This is an optimization exercise on Yosys and OpenROAD, whose aim is small area, a short achievable clock period and few clock cycles, not a production implementation.
At most, simulation tests tie the RTL to the original design; equivalence was not proved.

## S
==> flow/design.v (excerpt) <==
module acc_top (
  input  logic        clk,
  input  logic        arst_n,
  input  logic        reg_wr_en,
  input  logic [2:0]  reg_wr_addr,
  input  logic [31:0] reg_wr_data,
  input  logic [2:0]  reg_rd_addr,
  output logic [31:0] reg_rd_data,
  output logic        mem_req,
  output logic [15:0] mem_addr,
  input  logic        mem_gnt,
  input  logic        mem_rvalid,
  input  logic [31:0] mem_rdata,
  output logic        out_valid,
  output logic [31:0] out_data,
  output logic        out_last,
  input  logic        out_credit
);
Settings: LEC_CHECK=0, ABC_CLOCK_PERIOD_IN_PS=3000, CAP_MARGIN=20, CORE_MARGIN=2, CORE_UTILIZATION=65, CTS_CLUSTER_DIAMETER=120, CTS_CLUSTER_SIZE=22, SETUP_SLACK_MARGIN=3.0, SLEW_MARGIN=20, TNS_END_PERCENT=0; clock period 6.0 ns.
standard.sh (not shown) runs the stock make flow with config.mk's settings and CLKGATE_MAP_FILE= SYNTH_SCRIPT=/design/flow/synth_recipe.tcl, a recipe that flattens the netlist after the stock synthesis.
==> flow/flow/run.sh <==
#!/bin/bash
# The standard layout, with the port buffers made from the smallest buffer
# cell instead of the default pick; repair still resizes them where needed.
set -o pipefail
export BUFFER_PORTS_ARGS="-buffer_cell sky130_fd_sc_hd__buf_1"
bash standard.sh 2>&1 | tee standard.log
Testbench counts of S, summed over its fixed seeds: cycles 8,860.
Inputs modified between S and P:
diff --git a/flow/design.v b/flow/design.v
--- a/flow/design.v
+++ b/flow/design.v
@@ -153,22 +153,22 @@
   logic        started;       
   logic        spec_ok;       
   logic        drain;         
   logic [2:0]  outst;         
   logic [2:0]  credits;       
   logic        grant;
   logic [15:0] addr_inc;
   logic        desc_wr;
   logic        restart;       
   logic        spec_go;       
-  logic [2:0]  tag_rd;        
-  logic [7:0]  tag_a;         
+  logic [2:0]  spec_out;      
+  logic [2:0]  job_out;       
   assign desc_wr = reg_wr_en && (reg_wr_addr <= 3'd5);
   assign restart = ctrl_go && !spec_ok;
   assign mem_req  = busy && !drain && (outst <= 3'd5) &&
                     (!iss_a || (started && (credits != 3'd0)));
   assign mem_addr = iss_a ? ap : (iss_x ? xp : kp);
   assign grant    = mem_req && mem_gnt;
   assign addr_inc = mem_addr + 1'b1;
   assign spec_go  = grant && iss_a && (a_req == 3'd3);
   always_ff @(posedge clk) begin
     if (restart || spec_go) begin
@@ -186,49 +186,50 @@
       end else if (!iss_x) begin
         kp    <= addr_inc;
         iss_x <= 1'b1;
       end else begin
         xp         <= addr_inc;
         iss_x      <= 1'b0;
         pairs_left <= pairs_left - 1'b1;
         if (pairs_left == 16'd1) iss_a <= 1'b1;
       end
     end
-    if (grant) tag_a[tag_rd + outst] <= iss_a;
   end
   always_ff @(posedge clk or negedge arst_n) begin
     if (!arst_n) begin
       outst   <= '0;
       credits <= 3'd4;
-      tag_rd  <= '0;
+      spec_out <= '0;
       started <= 1'b0;
       spec_ok <= 1'b0;
       drain   <= 1'b0;
     end else begin
       outst   <= outst + 3'(grant) - 3'(mem_rvalid);
       credits <= credits - 3'(grant && iss_a) + 3'(out_credit);
-      if (mem_rvalid) tag_rd <= tag_rd + 1'b1;
+      if (ctrl_go) spec_out <= '0;
+      else spec_out <= spec_out + 3'(grant && !started) - 3'(mem_rvalid && (job_out == 3'd0));
       if (ctrl_go)      started <= 1'b1;
       else if (spec_go) started <= 1'b0;
       if (spec_go)                  spec_ok <= !desc_wr;
       else if (desc_wr || ctrl_go)  spec_ok <= 1'b0;
       if (restart || drain) drain <= (outst - 3'(mem_rvalid) != 3'd0);
     end
   end
   logic        rsp_a;       
   logic        rsp_x;       
   logic [2:0]  a_rsp;       
   logic [2:0]  a_out;       
   logic        rv_k, rv_x, rv_a;
   logic [31:0] k_reg;       
   logic [31:0] x_reg;       
-  assign rsp_a = tag_a[tag_rd];
+  assign job_out = outst - spec_out;
+  assign rsp_a   = (job_out != 3'd0) && (job_out <= (started ? a_req : 3'd4));
   assign rv_a  = mem_rvalid && !drain && rsp_a;
   assign rv_k  = mem_rvalid && !drain && !rsp_a && !rsp_x;
   assign rv_x  = mem_rvalid && !drain && !rsp_a && rsp_x;
   always_ff @(posedge clk) begin
     if (restart) rsp_x <= 1'b0;
     else if (rv_k || rv_x) rsp_x <= !rsp_x;
     if (ctrl_go) a_rsp <= '0;
     else if (rv_a) a_rsp <= a_rsp + 1'b1;
     if (rv_k || (rv_a && !a_rsp[0])) k_reg <= mem_rdata;
     if (rv_x || (rv_a && a_rsp[0]))  x_reg <= mem_rdata;
==> results.txt <==
P: all stages complete, timing, DRC and antenna checks passed. Compared S against P; average wire length per cell after detail routing within noise. Against S as the reference, P delivers a lower number of non-filler instances in the completed layout. Fmax was lower in P than in S. Comparing P and S, the higher required arrival time at the worst endpoint is on S. Setup WNS S -> P: worse.
Testbench counts of P, summed over its fixed seeds: cycles 8,860.

---

## delta
The RTL this note starts from:
==> flow/design.v <==
`timescale 1ns/1ns
module mac8 (
  input  logic [7:0] x,
  input  logic [7:0] k,
  input  logic [7:0] acc,
  output logic [7:0] s
);
  logic [7:0] pp [8];
  logic [7:0] row_a, row_b;
  logic t1, t2, t3, t4, t5, t6, t7, t8, t9, t10, t11, t12, t13, t14, t15, t16, t17, t18, t19, t20, t21, t22, t23, t24, t25, t26, t27, t28, t29, t30, t31, t32, t33, t34, t35, t36, t37, t38, t39, t40, t41, t42, t43, t44, t45, t46, t47, t48, t49;
  for (genvar i = 0; i < 8; i++) begin : g_pp
    assign pp[i] = x & {8{k[i]}};
  end
  assign t1 = pp[0][5] ^ pp[1][4];
  assign t2 = pp[0][5] & pp[1][4];
  assign t3 = pp[0][6] ^ pp[1][5] ^ pp[2][4];
  assign t4 = (pp[0][6] & pp[1][5]) | (pp[0][6] & pp[2][4]) | (pp[1][5] & pp[2][4]);
  assign t5 = pp[3][3] ^ pp[4][2];
  assign t6 = pp[3][3] & pp[4][2];
  assign t7 = pp[0][7] ^ pp[1][6] ^ pp[2][5];
  assign t8 = pp[3][4] ^ pp[4][3] ^ pp[5][2];
  assign t9 = pp[6][1] ^ pp[7][0];
  assign t10 = pp[0][3] ^ pp[1][2];
  assign t11 = pp[0][3] & pp[1][2];
  assign t12 = pp[0][4] ^ pp[1][3] ^ pp[2][2];
  assign t13 = (pp[0][4] & pp[1][3]) | (pp[0][4] & pp[2][2]) | (pp[1][3] & pp[2][2]);
  assign t14 = pp[3][1] ^ pp[4][0];
  assign t15 = pp[3][1] & pp[4][0];
  assign t16 = t1 ^ pp[2][3] ^ pp[3][2];
  assign t17 = (t1 & pp[2][3]) | (t1 & pp[3][2]) | (pp[2][3] & pp[3][2]);
  assign t18 = pp[4][1] ^ pp[5][0] ^ acc[5];
  assign t19 = (pp[4][1] & pp[5][0]) | (pp[4][1] & acc[5]) | (pp[5][0] & acc[5]);
  assign t20 = t3 ^ t5 ^ pp[5][1];
  assign t21 = (t3 & t5) | (t3 & pp[5][1]) | (t5 & pp[5][1]);
  assign t22 = pp[6][0] ^ acc[6] ^ t2;
  assign t23 = (pp[6][0] & acc[6]) | (pp[6][0] & t2) | (acc[6] & t2);
  assign t24 = t7 ^ t8 ^ t9;
  assign t25 = acc[7] ^ t4 ^ t6;
  assign t26 = pp[0][2] ^ pp[1][1];
  assign t27 = pp[0][2] & pp[1][1];
  assign t28 = t10 ^ pp[2][1] ^ pp[3][0];
  assign t29 = (t10 & pp[2][1]) | (t10 & pp[3][0]) | (pp[2][1] & pp[3][0]);
  assign t30 = t12 ^ t14 ^ acc[4];
  assign t31 = (t12 & t14) | (t12 & acc[4]) | (t14 & acc[4]);
  assign t32 = t16 ^ t18 ^ t13;
  assign t33 = (t16 & t18) | (t16 & t13) | (t18 & t13);
  assign t34 = t20 ^ t22 ^ t17;
  assign t35 = (t20 & t22) | (t20 & t17) | (t22 & t17);
  assign t36 = t24 ^ t25 ^ t21;
  assign t37 = pp[0][1] ^ pp[1][0];
  assign t38 = pp[0][1] & pp[1][0];
  assign t39 = t26 ^ pp[2][0] ^ acc[2];
  assign t40 = (t26 & pp[2][0]) | (t26 & acc[2]) | (pp[2][0] & acc[2]);
  assign t41 = t28 ^ acc[3] ^ t27;
  assign t42 = (t28 & acc[3]) | (t28 & t27) | (acc[3] & t27);
  assign t43 = t30 ^ t11 ^ t29;
  assign t44 = (t30 & t11) | (t30 & t29) | (t11 & t29);
  assign t45 = t32 ^ t15 ^ t31;
  assign t46 = (t32 & t15) | (t32 & t31) | (t15 & t31);
  assign t47 = t34 ^ t19 ^ t33;
  assign t48 = (t34 & t19) | (t34 & t33) | (t19 & t33);
  assign t49 = t36 ^ t23 ^ t35;
  assign row_a = {t49, t47, t45, t43, t41, t39, t37, pp[0][0]};
  assign row_b = {t48, t46, t44, t42, t40, t38, acc[1], acc[0]};
  assign s = row_a + row_b;
endmodule
`timescale 1ns/1ns
module acc_top (
  input  logic        clk,
  input  logic        arst_n,
  input  logic        reg_wr_en,
  input  logic [2:0]  reg_wr_addr,
  input  logic [31:0] reg_wr_data,
  input  logic [2:0]  reg_rd_addr,
  output logic [31:0] reg_rd_data,
  output logic        mem_req,
  output logic [15:0] mem_addr,
  input  logic        mem_gnt,
  input  logic        mem_rvalid,
  input  logic [31:0] mem_rdata,
  output logic        out_valid,
  output logic [31:0] out_data,
  output logic        out_last,
  input  logic        out_credit
);
  logic [15:0] k_base, k_len, x_base, x_len, a_base, a_len;
  logic        busy;
  logic [7:0]  done_cnt;
  logic        ctrl_go;
  logic        job_done;
  assign ctrl_go = reg_wr_en && (reg_wr_addr == 3'd6) && reg_wr_data[0] && !busy;
  always_ff @(posedge clk or negedge arst_n) begin
    if (!arst_n) begin
      k_base <= '0;
      k_len  <= '0;
      x_base <= '0;
      x_len  <= '0;
      a_base <= '0;
      a_len  <= '0;
    end else if (reg_wr_en) begin
      case (reg_wr_addr)
        3'd0: k_base <= reg_wr_data[15:0];
        3'd1: k_len  <= reg_wr_data[15:0];
        3'd2: x_base <= reg_wr_data[15:0];
        3'd3: x_len  <= reg_wr_data[15:0];
        3'd4: a_base <= reg_wr_data[15:0];
        3'd5: a_len  <= reg_wr_data[15:0];
        default: ;
      endcase
    end
  end
  always_ff @(posedge clk or negedge arst_n) begin
    if (!arst_n) begin
      busy     <= 1'b0;
      done_cnt <= '0;
    end else if (ctrl_go) begin
      busy <= 1'b1;
    end else if (job_done) begin
      busy     <= 1'b0;
      done_cnt <= done_cnt + 1'b1;
    end
  end
  always_comb begin
    reg_rd_data = '0;
    case (reg_rd_addr)
      3'd0: reg_rd_data[15:0] = k_base;
      3'd1: reg_rd_data[15:0] = k_len;
      3'd2: reg_rd_data[15:0] = x_base;
      3'd3: reg_rd_data[15:0] = x_len;
      3'd4: reg_rd_data[15:0] = a_base;
      3'd5: reg_rd_data[15:0] = a_len;
      3'd6: begin
        reg_rd_data[0]    = busy;
        reg_rd_data[15:8] = done_cnt;
      end
      default: ;
    endcase
  end
  logic [15:0] kp, xp, ap;    
  logic [15:0] pairs_left;    
  logic        iss_x;         
  logic        iss_a;         
  logic        iss_end;       
  logic [2:0]  a_req;         
  logic [2:0]  outst;         
  logic [2:0]  credits;       
  logic        grant;
  logic [15:0] addr_inc;
  assign mem_req  = busy && !iss_end && (outst <= 3'd5) && (!iss_a || (credits != 3'd0));
  assign mem_addr = iss_a ? ap : (iss_x ? xp : kp);
  assign grant    = mem_req && mem_gnt;
  assign addr_inc = mem_addr + 1'b1;
  always_ff @(posedge clk) begin
    if (ctrl_go) begin
      kp         <= k_base;
      xp         <= x_base;
      ap         <= a_base;
      pairs_left <= k_len;
      iss_x      <= 1'b0;
      iss_a      <= 1'b0;
      iss_end    <= 1'b0;
      a_req      <= '0;
    end else if (grant) begin
      if (iss_a) begin
        ap    <= addr_inc;
        a_req <= a_req + 1'b1;
        if (a_req == 3'd3) iss_end <= 1'b1;
      end else if (!iss_x) begin
        kp    <= addr_inc;
        iss_x <= 1'b1;
      end else begin
        xp         <= addr_inc;
        iss_x      <= 1'b0;
        pairs_left <= pairs_left - 1'b1;
        if (pairs_left == 16'd1) iss_a <= 1'b1;
      end
    end
  end
  always_ff @(posedge clk or negedge arst_n) begin
    if (!arst_n) begin
      outst   <= '0;
      credits <= 3'd4;
    end else begin
      outst   <= outst + 3'(grant) - 3'(mem_rvalid);
      credits <= credits - 3'(grant && iss_a) + 3'(out_credit);
    end
  end
  logic        rsp_a;       
  logic        rsp_x;       
  logic [2:0]  a_rsp;       
  logic [2:0]  a_out;       
  logic        rv_k, rv_x, rv_a;
  logic [31:0] k_reg;       
  logic [31:0] x_reg;       
  assign rsp_a = (outst <= a_req);
  assign rv_a  = mem_rvalid && rsp_a;
  assign rv_k  = mem_rvalid && !rsp_a && !rsp_x;
  assign rv_x  = mem_rvalid && !rsp_a && rsp_x;
  always_ff @(posedge clk) begin
    if (ctrl_go) begin
      rsp_x <= 1'b0;
      a_rsp <= '0;
    end else begin
      if (rv_k || rv_x) rsp_x <= !rsp_x;
      if (rv_a) a_rsp <= a_rsp + 1'b1;
    end
    if (rv_k || (rv_a && !a_rsp[0])) k_reg <= mem_rdata;
    if (rv_x || (rv_a && a_rsp[0]))  x_reg <= mem_rdata;
  end
  logic        par;
  logic        first;       
  logic        mac1, mac2;  
  logic [15:0] k_op;        
  logic [7:0]  ring_a [4][2];
  logic [7:0]  ring_b [4][2];
  always_ff @(posedge clk or negedge arst_n) begin
    if (!arst_n) begin
      mac1 <= 1'b0;
      mac2 <= 1'b0;
    end else begin
      mac1 <= rv_x;
      mac2 <= mac1;
    end
  end
  always_ff @(posedge clk) begin
    par <= ctrl_go ? 1'b0 : !par;
    if (ctrl_go) first <= 1'b1;
    else if (mac2) first <= 1'b0;
    if (rv_x || mac1) k_op <= par ? k_reg[15:0] : k_reg[31:16];
    else              k_op <= '0;
  end
  for (genvar r = 0; r < 4; r++) begin : g_row
    for (genvar j = 0; j < 2; j++) begin : g_unit
      logic [7:0] base;
      logic [7:0] sum;
      assign base = first ? 8'd0 : ring_a[r][j];
      mac8 u_mac (.x(x_reg[8*r +: 8]), .k(k_op[8*j +: 8]), .acc(base), .s(sum));
      always_ff @(posedge clk) begin
        ring_a[r][j] <= ring_b[r][j];
        ring_b[r][j] <= sum;
      end
    end
  end
  logic [1:0]  oc;
  logic        in_a;
  logic        col_busy;
  logic [31:0] psum;
  assign oc       = a_out[1:0];
  assign col_busy = mac2 && in_a;    
  assign psum     = oc[0] ? x_reg : k_reg;
  logic        emit;
  logic [31:0] sum_out;
  always_comb begin
    for (int r = 0; r < 4; r++) begin
      sum_out[8*r +: 8] = (in_a ? ring_a[r][oc[0]] : ring_b[r][oc[0]]) + psum[8*r +: 8];
    end
  end
  assign emit = busy && (a_rsp != a_out) && !col_busy;
  always_ff @(posedge clk or negedge arst_n) begin
    if (!arst_n) out_valid <= 1'b0;
    else         out_valid <= emit;
  end
  always_ff @(posedge clk) begin
    out_data <= sum_out;
    out_last <= (oc == 2'd3);
  end
  assign job_done = out_valid && out_last;
  always_ff @(posedge clk) begin
    if (ctrl_go) begin
      a_out <= '0;
      in_a  <= 1'b1;
    end else if (emit) begin
      a_out <= a_out + 1'b1;
      in_a  <= ((oc[1] ^ oc[0]) == !par);
    end else begin
      in_a  <= (oc[1] == !par);
    end
  end
endmodule
make LEC_CHECK=0 ABC_CLOCK_PERIOD_IN_PS=3000 CAP_MARGIN=20 CORE_MARGIN=2 CORE_UTILIZATION=40 SETUP_SLACK_MARGIN=2.8 SLEW_MARGIN=20 finish   # period 6.0 ns
run.sh (not shown) runs the stock make flow with config.mk's settings and CLKGATE_MAP_FILE= SYNTH_SCRIPT=/design/flow/synth_recipe.tcl, a recipe that flattens the netlist after the stock synthesis.
Stock flow here: none of the scripts above is used.
Testbench counts of delta, summed over its fixed seeds: cycles 9,964.
Setup changes, delta to maple
-- flow/design.v --
<<< delta, line 249
  assign col_busy = mac2 && in_a;    
  assign psum     = oc[0] ? x_reg : k_reg;
  logic        emit;
  logic [31:0] sum_out;
  always_comb begin
    for (int r = 0; r < 4; r++) begin
      sum_out[8*r +: 8] = (in_a ? ring_a[r][oc[0]] : ring_b[r][oc[0]]) + psum[8*r +: 8];
    end
  end
  assign emit = busy && (a_rsp != a_out) && !col_busy;
  always_ff @(posedge clk or negedge arst_n) begin
    if (!arst_n) out_valid <= 1'b0;
    else         out_valid <= emit;
  end
  always_ff @(posedge clk) begin
    out_data <= sum_out;
    out_last <= (oc == 2'd3);
  end
  assign job_done = out_valid && out_last;
  always_ff @(posedge clk) begin
    if (ctrl_go) begin
      a_out <= '0;
      in_a  <= 1'b1;
    end else if (emit) begin
      a_out <= a_out + 1'b1;
      in_a  <= ((oc[1] ^ oc[0]) == !par);
>>> maple, line 249
  assign col_busy = mac2 && in_a;    
  assign psum     = oc[0] ? x_reg : k_reg;
  always_comb begin
    for (int r = 0; r < 4; r++) begin
      out_data[8*r +: 8] = (in_a ? ring_a[r][oc[0]] : ring_b[r][oc[0]]) + psum[8*r +: 8];
    end
  end
  assign out_valid = busy && (a_rsp != a_out) && !col_busy;
  assign out_last  = (oc == 2'd3);
  assign job_done  = out_valid && out_last;
  always_ff @(posedge clk) begin
    if (ctrl_go) begin
      a_out <= '0;
      in_a  <= 1'b1;
    end else if (out_valid) begin
      a_out <= a_out + 1'b1;
      in_a  <= ((oc[1] ^ oc[0]) == !par);
--- outcome ---
maple | status: complete | timing, DRC, antenna: pass
Re detailed-route wire length per cell: maple is 5.0% up on delta.
Setup slack in maple is smaller than in delta.
Against delta, maple comes in 1.4% higher on cell area.
delta → maple: critical-path maximum fanout picked up an extra 2, global-route usage rose 0.92 points.
Looking only at via density per instance, and setting everything else aside, the lower value of maple and delta goes to delta.
Comparing delta against maple, there is no change at all in number of hold buffers added after cts.
delta vs maple, termination of the worst setup path: ring_b[3][7]$_DFF_P_ vs out_data[15]
delta → maple: share of final layout cell area taken by clock buffers and inverters now sits lower.
No functional check of the RTL was part of maple.

-- static timing again, ports no longer ideal --
In the flow no input, the clock included, has a driving cell. The finished layouts below were timed again as built, in two steps.
Step 1 sets driving cells, clkbuf_16 on the clock port and buf_2 on the other inputs (assumed; they add their load-dependent delay and slew).
Step 2 adds t to the input delays and takes it off the output delays; t is the mean of the earliest and latest rising clock arrival at the registers after step 1. Input paths then give back, and output paths get back, about the clock's delay inside the block.
Slacks: ideal / step 1 / step 2; pairs: ideal / step 1.
run	t, ns	slack for setup (ns)	clock arrival spread, ns	worst slew at a driven data input, ns
S	0.641	2.498 / 2.400 / 2.139	0.019 / 0.019	0.11
P	0.618	2.351 / 2.351 / 2.281	0.021 / 0.022	0.09
delta	0.667	2.290 / 2.277 / 2.277	0.057 / 0.058	0.29
maple	0.647	1.566 / 1.510 / 2.157	0.027 / 0.027	0.14
After both steps setup and hold are still met in every run listed. The setup slack of S, which loses most, moves by -0.098 ns with the drivers and by -0.359 ns with both steps.
